From an optimization exercise on the open Yosys and OpenROAD flow, aimed at small area, a short achievable clock period and few clock cycles per item; shortcuts taken in it are not production practice. At most, simulation tests tie the RTL to the original design; equivalence was not proved.

==> build 56: inputs <==
==> flow/design.v <==
package pip_pkg;
    localparam int COORD_BITS_DEFAULT  = 16;
    localparam int QUEUE_DEPTH_DEFAULT = 4;
    typedef enum logic {
        CFG_QUERY_X = 1'b0,
        CFG_QUERY_Y = 1'b1
    } t_cfg_idx;
    typedef struct packed {
        logic [15:0] nu;     
        logic [3:0]  eu;     
        logic        su;     
        logic [15:0] nv;     
        logic [3:0]  ev;     
        logic        pv;     
    } t_vtx;
endpackage
module pip_front (
    input  logic [15:0]   i_x,
    input  logic [15:0]   i_y,
    input  logic [15:0]   i_qx,
    input  logic [15:0]   i_qy,
    output pip_pkg::t_vtx o_vtx
);
    logic [16:0] du;
    logic [16:0] dv;
    logic [15:0] mu;
    logic [15:0] mv;
    logic [19:0] nu;
    logic [19:0] nv;
    function automatic logic [19:0] norm(input logic [15:0] m);
        logic [15:0] t;
        logic [3:0]  e;
        t = m;
        e = 4'd15;
        if (t[15:8] == '0) begin t = {t[7:0], 8'b0};  e[3] = 1'b0; end
        if (t[15:12] == '0) begin t = {t[11:0], 4'b0}; e[2] = 1'b0; end
        if (t[15:14] == '0) begin t = {t[13:0], 2'b0}; e[1] = 1'b0; end
        if (t[15] == 1'b0) begin t = {t[14:0], 1'b0}; e[0] = 1'b0; end
        norm = {t, e};
    endfunction
    assign du = {i_x[15], i_x} - {i_qx[15], i_qx};
    assign dv = {i_y[15], i_y} - {i_qy[15], i_qy};
    assign mu = du[16] ? 16'(-du) : du[15:0];
    assign mv = dv[16] ? 16'(-dv) : dv[15:0];
    assign nu       = norm(mu);
    assign nv       = norm(mv);
    assign o_vtx.nu = nu[19:4];
    assign o_vtx.eu = nu[3:0];
    assign o_vtx.nv = nv[19:4];
    assign o_vtx.ev = nv[3:0];
    assign o_vtx.su = du[16];
    assign o_vtx.pv = !dv[16] && (dv != '0);
endmodule
module pip_queue #(
    parameter int DEPTH = pip_pkg::QUEUE_DEPTH_DEFAULT
) (
    input  logic i_clk,
    input  logic i_rst_n,
    input  logic i_push,
    input  logic i_data,
    output logic o_valid,
    input  logic i_pop,
    output logic o_data
);
    localparam int PTR_BITS = $clog2(DEPTH);
    logic [DEPTH-1:0]    r_mem;
    logic [PTR_BITS-1:0] r_wr_ptr;
    logic [PTR_BITS-1:0] r_rd_ptr;
    logic [PTR_BITS:0]   r_count;
    logic                rd_en;
    assign o_valid = (r_count != '0);
    assign o_data  = r_mem[r_rd_ptr];
    assign rd_en   = i_pop && o_valid;
    always_ff @(posedge i_clk) begin
        if (!i_rst_n) begin
            r_wr_ptr <= '0;
            r_rd_ptr <= '0;
            r_count  <= '0;
        end else begin
            if (i_push) r_wr_ptr <= r_wr_ptr + 1'b1;
            if (rd_en)  r_rd_ptr <= r_rd_ptr + 1'b1;
            if (i_push && !rd_en) begin
                r_count <= r_count + 1'b1;
            end else if (rd_en && !i_push) begin
                r_count <= r_count - 1'b1;
            end
        end
    end
    always_ff @(posedge i_clk) begin
        if (i_push) r_mem[r_wr_ptr] <= i_data;
    end
endmodule
module pip_back #(
    parameter int M = 7
) (
    input  logic          i_clk,
    input  logic          i_rst_n,
    input  logic          i_en,
    input  pip_pkg::t_vtx i_p1,
    input  pip_pkg::t_vtx i_p2,
    output logic          o_toggle,
    output logic          o_hold
);
    localparam int TOL = (1 << (M + 1)) - 1;
    logic [15:0]          a;
    logic [15:0]          b;
    logic [15:0]          c;
    logic [15:0]          d;
    logic                 pu1;
    logic                 pu2;
    logic                 su1;
    logic                 su2;
    logic                 straddle;
    logic                 rise;
    logic                 zp;
    logic                 zq;
    logic                 need;
    logic [4:0]           sp;
    logic [4:0]           sq;
    logic signed [5:0]    ex;
    logic                 e_gt;
    logic                 e_lt;
    logic                 e_p1;
    logic                 e_m1;
    logic [M-1:0]         ma;
    logic [M-1:0]         mb;
    logic [M-1:0]         mc;
    logic [M-1:0]         md;
    logic                 inx_p;
    logic                 inx_q;
    logic [2*M-1:0]       xp;
    logic [2*M-1:0]       yq;
    logic [2*M:0]         xs;
    logic [2*M:0]         ys;
    logic [2*M:0]         txs;
    logic [2*M:0]         tys;
    logic signed [2*M+2:0] dif;
    logic signed [2*M+2:0] stx;
    logic signed [2*M+2:0] sty;
    logic                 a_gt;
    logic                 a_lt;
    logic                 a_eq;
    logic                 decided;
    logic                 gt;
    logic                 lt;
    logic                 r_busy;
    logic                 r_done;
    logic [3:0]           r_cnt;
    logic signed [19:0]   r_acc;
    logic                 r_stk;
    logic signed [19:0]   add_a;
    logic signed [19:0]   add_c;
    logic signed [19:0]   sum;
    assign a   = i_p1.nu;
    assign b   = i_p2.nv;
    assign c   = i_p2.nu;
    assign d   = i_p1.nv;
    assign su1 = i_p1.su;
    assign su2 = i_p2.su;
    assign pu1 = !i_p1.su && i_p1.nu[15];
    assign pu2 = !i_p2.su && i_p2.nu[15];
    assign straddle = i_p1.pv != i_p2.pv;
    assign rise     = i_p2.pv;
    assign zp  = !a[15] || !b[15];
    assign zq  = !c[15] || !d[15];
    assign need = straddle && !zp && !zq &&
                  (rise ? (pu1 ? su2 : !su2) : (pu2 ? su1 : !su1));
    assign sp   = {1'b0, i_p1.eu} + {1'b0, i_p2.ev};
    assign sq   = {1'b0, i_p2.eu} + {1'b0, i_p1.ev};
    assign ex   = {1'b0, sp} - {1'b0, sq};
    assign e_gt = ex > 6'sd1;
    assign e_lt = ex < -6'sd1;
    assign e_p1 = ex == 6'sd1;
    assign e_m1 = ex == -6'sd1;
    assign ma    = a[15:16-M];
    assign mb    = b[15:16-M];
    assign mc    = c[15:16-M];
    assign md    = d[15:16-M];
    assign inx_p = (a[15-M:0] != '0) || (b[15-M:0] != '0);
    assign inx_q = (c[15-M:0] != '0) || (d[15-M:0] != '0);
    assign xp    = ma * mb;
    assign yq    = mc * md;
    assign xs    = e_p1 ? {xp, 1'b0} : {1'b0, xp};
    assign ys    = e_m1 ? {yq, 1'b0} : {1'b0, yq};
    assign txs   = inx_p ? (e_p1 ? (2*M+1)'(2 * TOL) : (2*M+1)'(TOL)) : '0;
    assign tys   = inx_q ? (e_m1 ? (2*M+1)'(2 * TOL) : (2*M+1)'(TOL)) : '0;
    assign dif   = {2'b0, xs} - {2'b0, ys};
    assign stx   = {2'b0, txs};
    assign sty   = {2'b0, tys};
    assign a_gt  = dif > sty;
    assign a_lt  = -dif > stx;
    assign a_eq  = !inx_p && !inx_q && (dif == '0);
    assign decided = e_gt || e_lt || a_gt || a_lt || a_eq;
    assign o_hold  = i_en && need && !decided && !r_done;
    always_comb begin
        if (zp || zq) begin
            gt = !zp;
            lt = !zq;
        end else if (r_done) begin
            gt = !r_acc[19] && ((r_acc != '0) || r_stk);
            lt = r_acc[19];
        end else begin
            gt = e_gt || (!e_lt && a_gt);
            lt = e_lt || (!e_gt && a_lt);
        end
    end
    always_comb begin
        if (!straddle) begin
            o_toggle = 1'b0;
        end else if (rise) begin
            o_toggle = pu1 ? (!su2 || gt) : (!su2 && lt);
        end else begin
            o_toggle = pu2 ? (!su1 || lt) : (!su1 && gt);
        end
    end
    assign add_a = b[r_cnt] ? 20'(e_p1 ? {a, 1'b0} : {1'b0, a}) : '0;
    assign add_c = d[r_cnt] ? 20'(e_m1 ? {c, 1'b0} : {1'b0, c}) : '0;
    assign sum   = r_acc + add_a - add_c;
    always_ff @(posedge i_clk) begin
        if (!i_rst_n) begin
            r_busy <= 1'b0;
            r_done <= 1'b0;
        end else if (r_busy) begin
            if (r_cnt == 4'd15) begin
                r_busy <= 1'b0;
                r_done <= 1'b1;
            end
        end else begin
            r_busy <= o_hold;
            r_done <= 1'b0;
        end
    end
    always_ff @(posedge i_clk) begin
        if (r_busy) begin
            r_acc <= sum >>> 1;
            r_stk <= r_stk || sum[0];
            r_cnt <= r_cnt + 1'b1;
        end else begin
            r_acc <= '0;
            r_stk <= 1'b0;
            r_cnt <= 4'd0;
        end
    end
endmodule
module point_in_polygon_crossing_test #(
    parameter int COORD_BITS  = pip_pkg::COORD_BITS_DEFAULT,
    parameter int QUEUE_DEPTH = pip_pkg::QUEUE_DEPTH_DEFAULT
) (
    input  logic                  i_clk,
    input  logic                  i_rst_n,
    input  logic                  i_cfg_we,
    input  logic                  i_cfg_idx,
    input  logic [COORD_BITS-1:0] i_cfg_data,
    input  logic                  i_valid,
    output logic                  o_ready,
    input  logic [COORD_BITS-1:0] i_vertex_x,
    input  logic [COORD_BITS-1:0] i_vertex_y,
    input  logic                  i_last_vertex,
    output logic                  o_valid,
    input  logic                  i_ready,
    output logic                  o_inside_res
);
    localparam int OWE_BITS = $clog2(QUEUE_DEPTH + 1);
    logic [COORD_BITS-1:0] r_query_x;
    logic [COORD_BITS-1:0] r_query_y;
    logic                  r_ready;
    logic                  accept;
    logic                  r_open;
    logic [OWE_BITS-1:0]   r_owed;
    logic [OWE_BITS-1:0]   n_owed;
    logic                  pop;
    logic                  r_skid_v;
    logic [COORD_BITS-1:0] r_skid_x;
    logic [COORD_BITS-1:0] r_skid_y;
    logic                  r_skid_first;
    logic                  r_skid_last;
    logic                  hold;
    logic                  adv;
    logic [COORD_BITS-1:0] f_x;
    logic [COORD_BITS-1:0] f_y;
    logic                  f_v;
    logic                  f_first;
    logic                  f_last;
    pip_pkg::t_vtx         in_vtx;
    logic                  r_cur_v;
    logic                  r_cur_first;
    logic                  r_cur_last;
    pip_pkg::t_vtx         r_cur;
    pip_pkg::t_vtx         r_prev;
    pip_pkg::t_vtx         r_first;
    logic                  r_close;
    pip_pkg::t_vtx         e_p2;
    logic                  edge_en;
    logic                  toggle;
    logic                  r_parity;
    always_ff @(posedge i_clk) begin
        if (!i_rst_n) begin
            r_query_x <= '0;
            r_query_y <= '0;
        end else if (i_cfg_we) begin
            case (i_cfg_idx)
                pip_pkg::CFG_QUERY_X: r_query_x <= i_cfg_data;
                pip_pkg::CFG_QUERY_Y: r_query_y <= i_cfg_data;
                default: ;
            endcase
        end
    end
    assign o_ready = r_ready;
    assign accept  = i_valid && r_ready;
    assign pop     = o_valid && i_ready;
    assign n_owed  = r_owed + OWE_BITS'(accept && i_last_vertex) - OWE_BITS'(pop);
    assign adv     = !hold;
    always_ff @(posedge i_clk) begin
        if (!i_rst_n) begin
            r_ready <= 1'b1;
            r_owed  <= '0;
            r_open  <= 1'b0;
        end else begin
            r_ready <= (n_owed < OWE_BITS'(QUEUE_DEPTH)) && !hold;
            r_owed  <= n_owed;
            if (accept) r_open <= !i_last_vertex;
        end
    end
    always_ff @(posedge i_clk) begin
        if (!i_rst_n) begin
            r_skid_v <= 1'b0;
        end else if (adv) begin
            r_skid_v <= 1'b0;
        end else if (accept) begin
            r_skid_v <= 1'b1;
        end
    end
    always_ff @(posedge i_clk) begin
        if (!adv && accept) begin
            r_skid_x     <= i_vertex_x;
            r_skid_y     <= i_vertex_y;
            r_skid_first <= !r_open;
            r_skid_last  <= i_last_vertex;
        end
    end
    assign f_x     = r_skid_v ? r_skid_x : i_vertex_x;
    assign f_y     = r_skid_v ? r_skid_y : i_vertex_y;
    assign f_v     = r_skid_v || accept;
    assign f_first = r_skid_v ? r_skid_first : !r_open;
    assign f_last  = r_skid_v ? r_skid_last : i_last_vertex;
    pip_front u_front (
        .i_x   (f_x),
        .i_y   (f_y),
        .i_qx  (r_query_x),
        .i_qy  (r_query_y),
        .o_vtx (in_vtx)
    );
    always_ff @(posedge i_clk) begin
        if (adv) begin
            r_cur       <= in_vtx;
            r_cur_first <= f_first;
            r_cur_last  <= f_last;
        end
    end
    always_ff @(posedge i_clk) begin
        if (!i_rst_n) begin
            r_cur_v <= 1'b0;
            r_close <= 1'b0;
        end else if (adv) begin
            r_cur_v <= f_v;
            r_close <= r_cur_v && r_cur_last;
        end
    end
    always_ff @(posedge i_clk) begin
        if (adv && r_cur_v) begin
            r_prev <= r_cur;
            if (r_cur_first) r_first <= r_cur;
        end
    end
    assign e_p2    = r_close ? r_first : r_cur;
    assign edge_en = r_close || (r_cur_v && !r_cur_first);
    pip_back u_back (
        .i_clk    (i_clk),
        .i_rst_n  (i_rst_n),
        .i_en     (edge_en),
        .i_p1     (r_prev),
        .i_p2     (e_p2),
        .o_toggle (toggle),
        .o_hold   (hold)
    );
    always_ff @(posedge i_clk) begin
        if (!i_rst_n) begin
            r_parity <= 1'b0;
        end else if (adv && edge_en) begin
            r_parity <= r_close ? 1'b0 : (r_parity ^ toggle);
        end
    end
    pip_queue #(
        .DEPTH   (QUEUE_DEPTH)
    ) u_queue (
        .i_clk   (i_clk),
        .i_rst_n (i_rst_n),
        .i_push  (adv && r_close),
        .i_data  (r_parity ^ toggle),
        .o_valid (o_valid),
        .i_pop   (i_ready),
        .o_data  (o_inside_res)
    );
endmodule
==> flow/run.sh <==
#!/bin/bash
# synth_recipe.tcl (not shown) runs the flow's synth.tcl, then flattens the netlist and writes it again
# the make line also repeats each setting of config.mk as NAME=value (left out here)
make -C /OpenROAD-flow-scripts/flow DESIGN_CONFIG=/design/flow/config.mk WORK_HOME=/design/flow/orfs CLKGATE_MAP_FILE= SYNTH_SCRIPT=/design/flow/synth_recipe.tcl finish
==> flow/config.mk <==
export PLATFORM = sky130hd
export DESIGN_NAME = point_in_polygon_crossing_test
export DESIGN_NICKNAME = point_in_polygon_crossing_test
export VERILOG_FILES = /design/flow/design.v
export SDC_FILE = /design/flow/constraint.sdc
export NUM_CORES = 4
export LEC_CHECK = 0
export CAP_MARGIN = 20
export CORE_MARGIN = 2
export CORE_UTILIZATION = 40
export SETUP_SLACK_MARGIN = 3
export SLEW_MARGIN = 20
==> flow/constraint.sdc <==
create_clock -name core_clock -period 10.0 [get_ports {i_clk}]
set_input_delay 2.0000 -clock core_clock [delete_from_list [all_inputs] [get_ports {i_clk}]]
set_output_delay 2.0000 -clock core_clock [all_outputs]
set_load 0.01 [all_outputs]
==> build 70: changes against build 56 <==
SETUP_SLACK_MARGIN = 5   (was 3)
==> trial 43: changes against build 56 <==
--- a/flow/design.v
+++ b/flow/design.v
@@ -148,7 +148,5 @@
     logic [3:0]           r_cnt;
-    logic signed [19:0]   r_acc;
-    logic                 r_stk;
-    logic signed [19:0]   add_a;
-    logic signed [19:0]   add_c;
-    logic signed [19:0]   sum;
+    logic signed [34:0]   r_acc;
+    logic signed [34:0]   add_a;
+    logic signed [34:0]   add_c;
     assign a   = i_p1.nu;
@@ -199,4 +197,4 @@
         end else if (r_done) begin
-            gt = !r_acc[19] && ((r_acc != '0) || r_stk);
-            lt = r_acc[19];
+            gt = !r_acc[34] && (r_acc != '0);
+            lt = r_acc[34];
         end else begin
@@ -215,5 +213,4 @@
     end
-    assign add_a = b[r_cnt] ? 20'(e_p1 ? {a, 1'b0} : {1'b0, a}) : '0;
-    assign add_c = d[r_cnt] ? 20'(e_m1 ? {c, 1'b0} : {1'b0, c}) : '0;
-    assign sum   = r_acc + add_a - add_c;
+    assign add_a = b[r_cnt] ? 35'(e_p1 ? {a, 1'b0} : {1'b0, a}) : '0;
+    assign add_c = d[r_cnt] ? 35'(e_m1 ? {c, 1'b0} : {1'b0, c}) : '0;
     always_ff @(posedge i_clk) begin
@@ -223,3 +220,3 @@
         end else if (r_busy) begin
-            if (r_cnt == 4'd15) begin
+            if (r_cnt == 4'd0) begin
                 r_busy <= 1'b0;
@@ -234,9 +231,7 @@
         if (r_busy) begin
-            r_acc <= sum >>> 1;
-            r_stk <= r_stk || sum[0];
-            r_cnt <= r_cnt + 1'b1;
+            r_acc <= (r_acc <<< 1) + add_a - add_c;
+            r_cnt <= r_cnt - 1'b1;
         end else begin
             r_acc <= '0;
-            r_stk <= 1'b0;
-            r_cnt <= 4'd0;
+            r_cnt <= 4'd15;
         end
SETUP_SLACK_MARGIN = default   (was 3)
==> comparison table <==
quantity	build 56	trial 43	build 70
# Taps	672	696	672
Post-route insts no fill	3026	3082	3138
Post-detail-place hpwl	39.4 mm	42.8 mm	39.6 mm
Endpoint, Worst Hold	r_query_y[10]	r_query_y[1]	r_query_y[11]
Synthesis-stage register bit count	240	255	240
Final weighted congestion in routability-driven placement	0.848	0.889	0.861
Fin crit period	8140 ps	9350 ps	8170 ps
Post-synthesis share of cell area spent on and, or, nand and nor gates	17.1%	17.3%	17.1%
Clock latency on the worst-skew pair	560 ps	550 ps	570 ps
Register area	6470 µm²	6770 µm²	6470 µm²
Met2 wire len	26.6 mm	26.2 mm	29.1 mm
WP depth	39	34	36
Routed len/inst	18.1 µm	17.4 µm	18.7 µm
Total Wirelength	54.8 mm	53.6 mm	58.8 mm
Initial Util	40.7%	40.6%	40.7%
Required time worst endpoint	10480 ps	10480 ps	10490 ps
Area inside the core boundary	50400 µm²	54000 µm²	50400 µm²
Initial drt markers	956	1022	1051
Max Freq	0.123 GHz	0.107 GHz	0.122 GHz
Invs w/o clock	211	227	211
Area after detailed placement	22000 µm²	23300 µm²	22300 µm²
Status	finished clean	finished clean	finished clean
Multi-input combinational cell count	1648	1764	1648
Testbench counts of trial 43, summed over its fixed seeds: cycles 14,703, vertices 14,293.
No functional check of the RTL was part of build 56 and build 70.

[static timing again, ports no longer ideal]
Ports are ideal in the flow. The routed layouts listed here were re-timed in OpenROAD. Step 1 assumes that a clkbuf_16 drives the clock port and a buf_2 every other input. Step 2 adds t to the input delays and takes it off the output delays; t is the mean of the earliest and latest rising clock arrival at the registers after step 1. Input paths then give back, and output paths get back, about the clock's delay inside the block. Slacks: ideal ports / drivers / drivers and shift; pairs: ideal ports / drivers.
run	shift t [ns]	setup WS [ns]	hold WS [ns]	latest minus earliest clock arrival (ns)	pins driven straight from the clock port
build 56	0.609	1.858 / 1.858 / 1.858	0.456 / 0.456 / 0.456	0.011 / 0.011	1
build 70	0.619	1.834 / 1.834 / 1.834	0.456 / 0.456 / 0.456	0.022 / 0.021	1
trial 43	0.599	0.647 / 0.647 / 0.647	0.458 / 0.458 / 0.458	0.017 / 0.017	1
After both steps every run listed still meets setup and hold.
